This is an optimization exercise on Yosys and OpenROAD, whose aim is small area, a short achievable clock period and few clock cycles per item, not a production implementation. In this exercise RTL edits were held to simulation tests only and were not proved equivalent to the original.

## design/flow/design.v

```verilog
package mdu_pkg;
  typedef enum logic [3:0] {
    MD_NONE  = 4'd0,
    MD_MULT  = 4'd1,
    MD_MULTU = 4'd2,
    MD_DIV   = 4'd3,
    MD_DIVU  = 4'd4,
    MD_MTHI  = 4'd5,
    MD_MTLO  = 4'd6,
    MD_MFHI  = 4'd7,
    MD_MFLO  = 4'd8,
    MD_MADD  = 4'd9,
    MD_MADDU = 4'd10,
    MD_MSUB  = 4'd11,
    MD_MSUBU = 4'd12
  } md_op_t;
  localparam int MULT_CYCLES_DEF = 5;
  localparam int DIV_CYCLES_DEF  = 10;
  localparam int CNT_W_DEF       = 4;
endpackage
import mdu_pkg::*;
module mdu_arith (
  input  logic [3:0]  op,
  input  logic [31:0] rs,
  input  logic [31:0] rt,
  input  logic [31:0] hi,
  input  logic [31:0] lo,
  output logic [63:0] result,
  output logic        we
);
  logic        sgn_mul;
  logic        sgn_div;
  logic [63:0] mul_a;
  logic [63:0] mul_b;
  logic [63:0] product;
  logic [31:0] div_a;
  logic [31:0] div_b;
  logic [31:0] quot_mag;
  logic [31:0] rem_mag;
  logic [31:0] quot;
  logic [31:0] rem;
  function automatic logic [31:0] mag32(input logic [31:0] v, input logic is_signed);
    mag32 = (is_signed && v[31]) ? (~v + 32'd1) : v;
  endfunction
  always_comb begin
    sgn_mul = (op == MD_MULT) || (op == MD_MADD) || (op == MD_MSUB);
    sgn_div = (op == MD_DIV);
    mul_a   = {{32{sgn_mul & rs[31]}}, rs};
    mul_b   = {{32{sgn_mul & rt[31]}}, rt};
    product = mul_a * mul_b;
    div_a    = mag32(rs, sgn_div);
    div_b    = mag32(rt, sgn_div);
    quot_mag = (div_b == 32'd0) ? 32'd0 : (div_a / div_b);
    rem_mag  = (div_b == 32'd0) ? 32'd0 : (div_a % div_b);
    quot     = (sgn_div && (rs[31] ^ rt[31])) ? (~quot_mag + 32'd1) : quot_mag;
    rem      = (sgn_div && rs[31]) ? (~rem_mag + 32'd1) : rem_mag;
    result = 64'd0;
    we     = 1'b0;
    case (op)
      MD_MULT, MD_MULTU: begin
        result = product;
        we     = 1'b1;
      end
      MD_DIV, MD_DIVU: begin
        result = {rem, quot};
        we     = (rt != 32'd0);
      end
      MD_MTHI: begin
        result = {rs, lo};
        we     = 1'b1;
      end
      MD_MTLO: begin
        result = {hi, rs};
        we     = 1'b1;
      end
      MD_MADD, MD_MADDU: begin
        result = {hi, lo} + product;
        we     = 1'b1;
      end
      MD_MSUB, MD_MSUBU: begin
        result = {hi, lo} - product;
        we     = 1'b1;
      end
      default: begin
        result = 64'd0;
        we     = 1'b0;
      end
    endcase
  end
endmodule
import mdu_pkg::*;
module e_mdu #(
  parameter int MULT_CYCLES = MULT_CYCLES_DEF,
  parameter int DIV_CYCLES  = DIV_CYCLES_DEF,
  parameter int CNT_W       = CNT_W_DEF
) (
  input  logic        clk,
  input  logic        reset,
  input  logic        start,
  input  logic [3:0]  md_op,
  input  logic [31:0] rs_val,
  input  logic [31:0] rt_val,
  output logic        busy,
  output logic [31:0] mu_result,
  output logic [31:0] hi,
  output logic [31:0] lo
);
  logic [3:0]         op;
  logic [63:0]        arith_result;
  logic               arith_we;
  logic               is_mult;
  logic               is_div;
  logic               is_mt;
  logic [CNT_W-1:0]   cnt_reg,     cnt_next;
  logic               busy_reg,    busy_next;
  logic [63:0]        pend_reg,    pend_next;
  logic               pend_we_reg, pend_we_next;
  logic [31:0]        hi_reg,      hi_next;
  logic [31:0]        lo_reg,      lo_next;
  assign op = md_op;
  mdu_arith u_arith (
    .op     (op),
    .rs     (rs_val),
    .rt     (rt_val),
    .hi     (hi_reg),
    .lo     (lo_reg),
    .result (arith_result),
    .we     (arith_we)
  );
  always_comb begin
    is_mult = (op == MD_MULT) || (op == MD_MULTU);
    is_mult = is_mult || (op == MD_MADD) || (op == MD_MADDU) ||
              (op == MD_MSUB) || (op == MD_MSUBU);
    is_div  = (op == MD_DIV) || (op == MD_DIVU);
    is_mt   = (op == MD_MTHI) || (op == MD_MTLO);
  end
  always_comb begin
    cnt_next     = cnt_reg;
    pend_next    = pend_reg;
    pend_we_next = pend_we_reg;
    hi_next      = hi_reg;
    lo_next      = lo_reg;
    if (cnt_reg != '0) begin
      cnt_next = cnt_reg - CNT_W'(1);
      if (cnt_reg == CNT_W'(1)) begin
        pend_we_next = 1'b0;
        if (pend_we_reg) begin
          hi_next = pend_reg[63:32];
          lo_next = pend_reg[31:0];
        end
      end
    end else if (start) begin
      if (is_mult || is_div) begin
        cnt_next     = is_mult ? CNT_W'(MULT_CYCLES) : CNT_W'(DIV_CYCLES);
        pend_next    = arith_result;
        pend_we_next = arith_we;
      end else if (is_mt && arith_we) begin
        hi_next = arith_result[63:32];
        lo_next = arith_result[31:0];
      end
    end
    busy_next = (cnt_next != '0);
  end
  always_ff @(posedge clk or negedge reset) begin
    if (!reset) begin
      cnt_reg     <= '0;
      busy_reg    <= 1'b0;
      pend_reg    <= 64'd0;
      pend_we_reg <= 1'b0;
      hi_reg      <= 32'd0;
      lo_reg      <= 32'd0;
    end else begin
      cnt_reg     <= cnt_next;
      busy_reg    <= busy_next;
      pend_reg    <= pend_next;
      pend_we_reg <= pend_we_next;
      hi_reg      <= hi_next;
      lo_reg      <= lo_next;
    end
  end
  always_comb begin
    case (op)
      MD_MFHI: mu_result = hi_reg;
      MD_MFLO: mu_result = lo_reg;
      default: mu_result = 32'd0;
    endcase
  end
  assign busy = busy_reg;
  assign hi   = hi_reg;
  assign lo   = lo_reg;
endmodule
```

## design/flow/run.sh

```bash
#!/bin/bash
# synth_recipe.tcl (not shown) runs the flow's synth.tcl, then flattens the netlist and writes it again
# the make line also repeats each setting of config.mk as NAME=value (left out here)
make -C /OpenROAD-flow-scripts/flow DESIGN_CONFIG=/design/flow/config.mk WORK_HOME=/design/flow/orfs CLKGATE_MAP_FILE= SYNTH_SCRIPT=/design/flow/synth_recipe.tcl finish
```

## design/flow/config.mk

```make
export PLATFORM = sky130hd
export DESIGN_NAME = e_mdu
export DESIGN_NICKNAME = e_mdu
export VERILOG_FILES = /design/flow/design.v
export SDC_FILE = /design/flow/constraint.sdc
export NUM_CORES = 4
export LEC_CHECK = 0
export CAP_MARGIN = 20
export CORE_MARGIN = 2
export CORE_UTILIZATION = 25
export SLEW_MARGIN = 20
```

## design/flow/constraint.sdc

```tcl
create_clock -name core_clock -period 110.0 [get_ports {clk}]
set_input_delay 22.0000 -clock core_clock [delete_from_list [all_inputs] [get_ports {clk}]]
set_output_delay 22.0000 -clock core_clock [all_outputs]
set_load 0.01 [all_outputs]
```

==> summary.md <==
| Metric | Value |
|---|---|
| Dominant combinational cell family by area after synthesis | adder cells |
| Result of the run | complete, no violations |
| Clock latency reported for the late side of the worst-skew pair | 440 ps |
| Number of design rule violations left after detail routing | 0 |
| Number of distinct standard cells referenced by the synthesized netlist | between 100 and 150 |
| Met2 routing resource usage after global routing | 40.8% |
| Final Max Tran Viols | 0 |
| Area share of xor/xnor cells in the synthesized design | 6.93% |
| Post-synth EDFFs | 0 |
| Number of hold buffers added after cts | 0 |
| Number of top-level design ports | 168 |
| Worst Path Buf+Inv | 46 |
| Global-route wire length before repair | 657,000 um |
| Avg Cell Area, Syn | slightly below 8 um2 |
| Most used standard cell by instance count after synthesis | sky130_fd_sc_hd__nand2_1 |
| Kind of end point of the critical path | flip-flop |
| Maximum root-to-sink buffer count | 2 |
| Endpoints failing setup | 0 |
| Layout cell share with drive strength beyond 1 | 19.1% |
| Die footprint | approximately 340,000 um2 |
| Met3 layer usage reported by global route | roughly 4.3% |
| Nets in the synthesized netlist | approximately 13,000 |
| Maxcap violations | 0 |
| Most frequent cell on the critical path | sky130_fd_sc_hd__buf_4 |
| Total wirelength of the detailed-routed design | 461,000 um |
| Setup crit start kind | input pin |
| DR pass1 iterations | 8 |
| Final TNS setup | 0 ps |
| Slowest-stage cell, CP | sky130_fd_sc_hd__o21ai_0 |
| Number of flip-flops in the largest register | 64 |
| Dominant cells by area after synthesis | sky130_fd_sc_hd__fa_1 (27%), sky130_fd_sc_hd__ha_1 (12%), sky130_fd_sc_hd__nand2_1 (7.0%) |
| Synthesized netlist cell count | 11,023 |
| CTS H-Tree Depth | 4 |
| Total area of sequential cells | 3350 um2 |
| Weighted congestion at the end of routability-driven global placement | roughly 1.1 |
| Via count | 92,250 |
| Class of the most critical hold timing path | reg -> reg |
| Simple-gate share of the synthesized area | 20.5% |
| Die width | between 500 and 600 um |
| Vias in the first global route | ~91,000 |
| Synthesized-area fraction occupied by ao, oa, aoi and oai cells | 20.1% |
| Tmin final | 106,100 ps |
| Sequential fraction of the synthesis area | about 4% |
| Final antenna-violating net count | 0 |
| Type of the worst setup path | in -> reg |
| Post-synth ARST share | 100% |
| RSZ-0062 raised after global routing | no |
| Multiplexer fraction of the synthesized cell area | about 1.6% |
| Vias per cell | between 5 and 6 |
| Number of failing hold endpoints at the final stage | 0 |
| Number of buffers added by the clock tree synthesis step | 17 |
| Final critical-path share of the clock period | ~96% |
| Antenna violations before repair | 44 |
| Max Clock Skew | 12.7 ps |
| Commonest cells in the synthesized netlist | sky130_fd_sc_hd__nand2_1 (1,569), sky130_fd_sc_hd__inv_1 (1,306), sky130_fd_sc_hd__fa_1 (1,127), sky130_fd_sc_hd__ha_1 (815), sky130_fd_sc_hd__nor2_1 (777) |
| Post-detailed-placement half-perimeter wirelength | 380,000 um |
| Primary flip-flop cell chosen by synthesis mapping | sky130_fd_sc_hd__dfrtp_1 |
| Cell type with the highest aggregate area in the netlist | sky130_fd_sc_hd__fa_1 |
| Area of the mapped netlist | 84,700 um2 |
| Delay of the slowest cell on the worst path | 1040 ps |
| Fmax achieved | ~9.4 MHz |
| Synth warn | 2 |
| Placeable Area | 337,000 um2 |
| Post-layout net count | between 10,000 and 15,000 |
| Maximum fanout along the worst path | 17 |
| Worst path arrival time | between 100,000 and 150,000 ps |
| Grt met1 use | 34.4% |
| Starting density of the core | between 20 and 30% |
| FP Rows | 213 |
| Clock transition at the registers of the reported paths | 70 ps |
| Required time of the worst setup path | 110,320 ps |
| Clock tree from TritonCTS | done |
| Root Buffer | sky130_fd_sc_hd__clkbuf_16 |
| Most congested layer reported by global routing | met2 |
| Violation count after the first detailed-routing iteration | 10,536 |
| Worst slew pin tran | 1370 ps |
| Largest net degree at the start of global routing | 111 |
| Height of the chip | 586 um |
| Count of input and output buffers | 167 |
| Proportion of netlist area held by the largest area contributor | 26.6% |
| Number of storage elements in the synthesis netlist | 134 |
| Routed wire length per instance | 26.8 um |
| Global-route usage over all layers | approximately a quarter |
| CP delay by family, top | compound AO/OA/AOI/OAI gates |
| Max transition margin | 8.37% |
| Number of sinks on the clock net | 134 |
| Share of synthesized cell area in full adder, half adder and majority cells | 38.7% |
| Layout overhead on the synthesized area | 25.3% |
| FILL cells | 36,452 |
| Gr ovfl total | 0 |
| Footprint of the multi-input gates | approximately 75,000 um2 |
-- repair_timing --
item	in CTS	in global routing
buffers inserted	0	2
endpoints found under the setup margin	0	128
gates resized for setup	0	38
-- logic make-up after synthesis --
logic type / after synthesis
adders and majority gates: 1942
AOI/OAI and AO/OA: 2573
DFF: 134
muxes: 126
and+or+nand+nor: 3739
buffers and inverters: 1839
xor gates and xnor gates: 670
-- worst reg2reg max path, cell delays in order, from the launching register on --
cell,delay [ps]
sky130_fd_sc_hd__dfrtp_1,490
sky130_fd_sc_hd__inv_1,80
sky130_fd_sc_hd__ha_1,230
sky130_fd_sc_hd__fa_1,410
sky130_fd_sc_hd__nor2b_1,120
sky130_fd_sc_hd__o21ai_0,120
sky130_fd_sc_hd__a21boi_0,350
sky130_fd_sc_hd__o31ai_1,180
sky130_fd_sc_hd__a211o_1,380
sky130_fd_sc_hd__a21oi_1,270
sky130_fd_sc_hd__o21ai_0,190
sky130_fd_sc_hd__a21oi_1,230
sky130_fd_sc_hd__nor2_1,100
sky130_fd_sc_hd__a211o_1,300
sky130_fd_sc_hd__o21ai_0,300
sky130_fd_sc_hd__o21a_1,200
sky130_fd_sc_hd__o21ai_0,90
sky130_fd_sc_hd__nand2b_1,160
sky130_fd_sc_hd__xnor2_1,140
sky130_fd_sc_hd__o221ai_1,160
sky130_fd_sc_hd__a21oi_1,240
sky130_fd_sc_hd__o221ai_1,150
-- layout by cell type (no fill, tap or decap), types with 29 or more instances in the layout --
master / count
sky130_fd_sc_hd__buf_4: 1960
sky130_fd_sc_hd__nand2_1: 1568
sky130_fd_sc_hd__inv_1: 1305
sky130_fd_sc_hd__fa_1: 1127
sky130_fd_sc_hd__ha_1: 815
sky130_fd_sc_hd__nor2_1: 771
sky130_fd_sc_hd__a21oi_1: 686
sky130_fd_sc_hd__o21ai_0: 498
sky130_fd_sc_hd__xnor2_1: 387
sky130_fd_sc_hd__and2_1: 291
sky130_fd_sc_hd__xor2_1: 249
sky130_fd_sc_hd__a21o_1: 230
sky130_fd_sc_hd__nor3_1: 210
sky130_fd_sc_hd__nand3_1: 199
sky130_fd_sc_hd__dfrtp_1: 134
sky130_fd_sc_hd__o21a_1: 118
sky130_fd_sc_hd__a31oi_1: 114
sky130_fd_sc_hd__clkdlybuf4s50_1: 104
sky130_fd_sc_hd__or2_2: 92
sky130_fd_sc_hd__nand2b_1: 91
sky130_fd_sc_hd__o211ai_1: 90
sky130_fd_sc_hd__nand4_1: 85
sky130_fd_sc_hd__and3_1: 84
sky130_fd_sc_hd__a211oi_1: 78
sky130_fd_sc_hd__o31ai_1: 72
sky130_fd_sc_hd__mux2_2: 68
sky130_fd_sc_hd__or3_1: 68
sky130_fd_sc_hd__o21bai_1: 66
sky130_fd_sc_hd__nor2b_1: 66
sky130_fd_sc_hd__buf_2: 62
sky130_fd_sc_hd__mux2i_1: 58
sky130_fd_sc_hd__a222oi_1: 49
sky130_fd_sc_hd__o21ai_1: 39
sky130_fd_sc_hd__o221ai_1: 39
sky130_fd_sc_hd__a22o_1: 39
sky130_fd_sc_hd__nor4_1: 36
sky130_fd_sc_hd__a21boi_0: 33
sky130_fd_sc_hd__a211o_1: 31
sky130_fd_sc_hd__or4_1: 29
-- path summary, 6_finish.rpt --
check,start,endpoint,slack [ps],cells past startpoint
worst max-delay path,rt_val[1],hi_reg[27]$_DFFE_PN0P_,3900,356
worst min-delay path,pend_reg[49]$_DFFE_PN0P_,pend_reg[49]$_DFFE_PN0P_,480,2
worst max register to register,lo_reg[0]$_DFFE_PN0P_,hi_reg[26]$_DFFE_PN0P_,104980,21
worst min register to register,pend_reg[49]$_DFFE_PN0P_,pend_reg[49]$_DFFE_PN0P_,480,2
max in group asynchronous,reset,lo_reg[29]$_DFFE_PN0P_,87030,2
min in group asynchronous,reset,lo_reg[0]$_DFFE_PN0P_,21570,1
-- layout make-up --
class / instances / share of cell area [%]
multi-input cells: 9050 / 70.8
inverters: 1308 / 4.63
clock buffers: 17 / 0.401
flip-flops and latches: 134 / 3.16
clock inverters: 14 / 0.155
repair buffers: 2145 / 15.5
well taps: 4515 / 5.33
diodes: 17 / 0.0401
-- metal layers --
metal | wire [um] | part of all wire [%]
met4 | 34200 | 7.4
met2 | 198000 | 43
met3 | 40200 | 8.7
met5 | 27 | 0.0059
met1 | 188000 | 41
-- metrics by stage --
step | area (um2) | setup slack, ps | hold slack (ps) | std cells | utilization [%]
final | 106000 | 3900 | 481 | 17200 | 31.5
after global routing | 106000 | 21.2 | 511 | 17184 | 31.5
after CTS | 106000 | 1430 | 487 | 17181 | 31.4
after detailed placement | 105000 | 1290 | 471 | 17150 | 31.2
after global placement | 105000 | 2040 | 464 | 17150 | 31.2
after floorplan | 84700 | 7600 | 450 | 11023 | -
Testbench counts, summed over its fixed seeds: cycles 22,730, ops 4,000.

[static timing again, ports no longer ideal]
The flow's constraints put no driver on any port. The routed layout listed below was extracted and timed again, unchanged, in two steps. Step 1 sets driving cells, clkbuf_16 on the clock port and buf_2 on the other inputs (assumed; they add their load-dependent delay and slew). Step 2 moves the port delays by t, midway between the first and last clock arrival at a register: inputs arrive t later, outputs are due t later. That takes back most of the time a late clock gives input paths. Three values: ideal ports, drivers, drivers and shift; two values: the first two.
t (ns): 0.506
setup slack, ns: 3.903 / 3.937 / 3.431
worst setup path after step 2: input to register
latest minus earliest clock arrival (ns): 0.012 / 0.013
After both steps this run still meets setup and hold. The setup slack of this run moves by +0.034 ns with the drivers and by -0.472 ns with both steps.
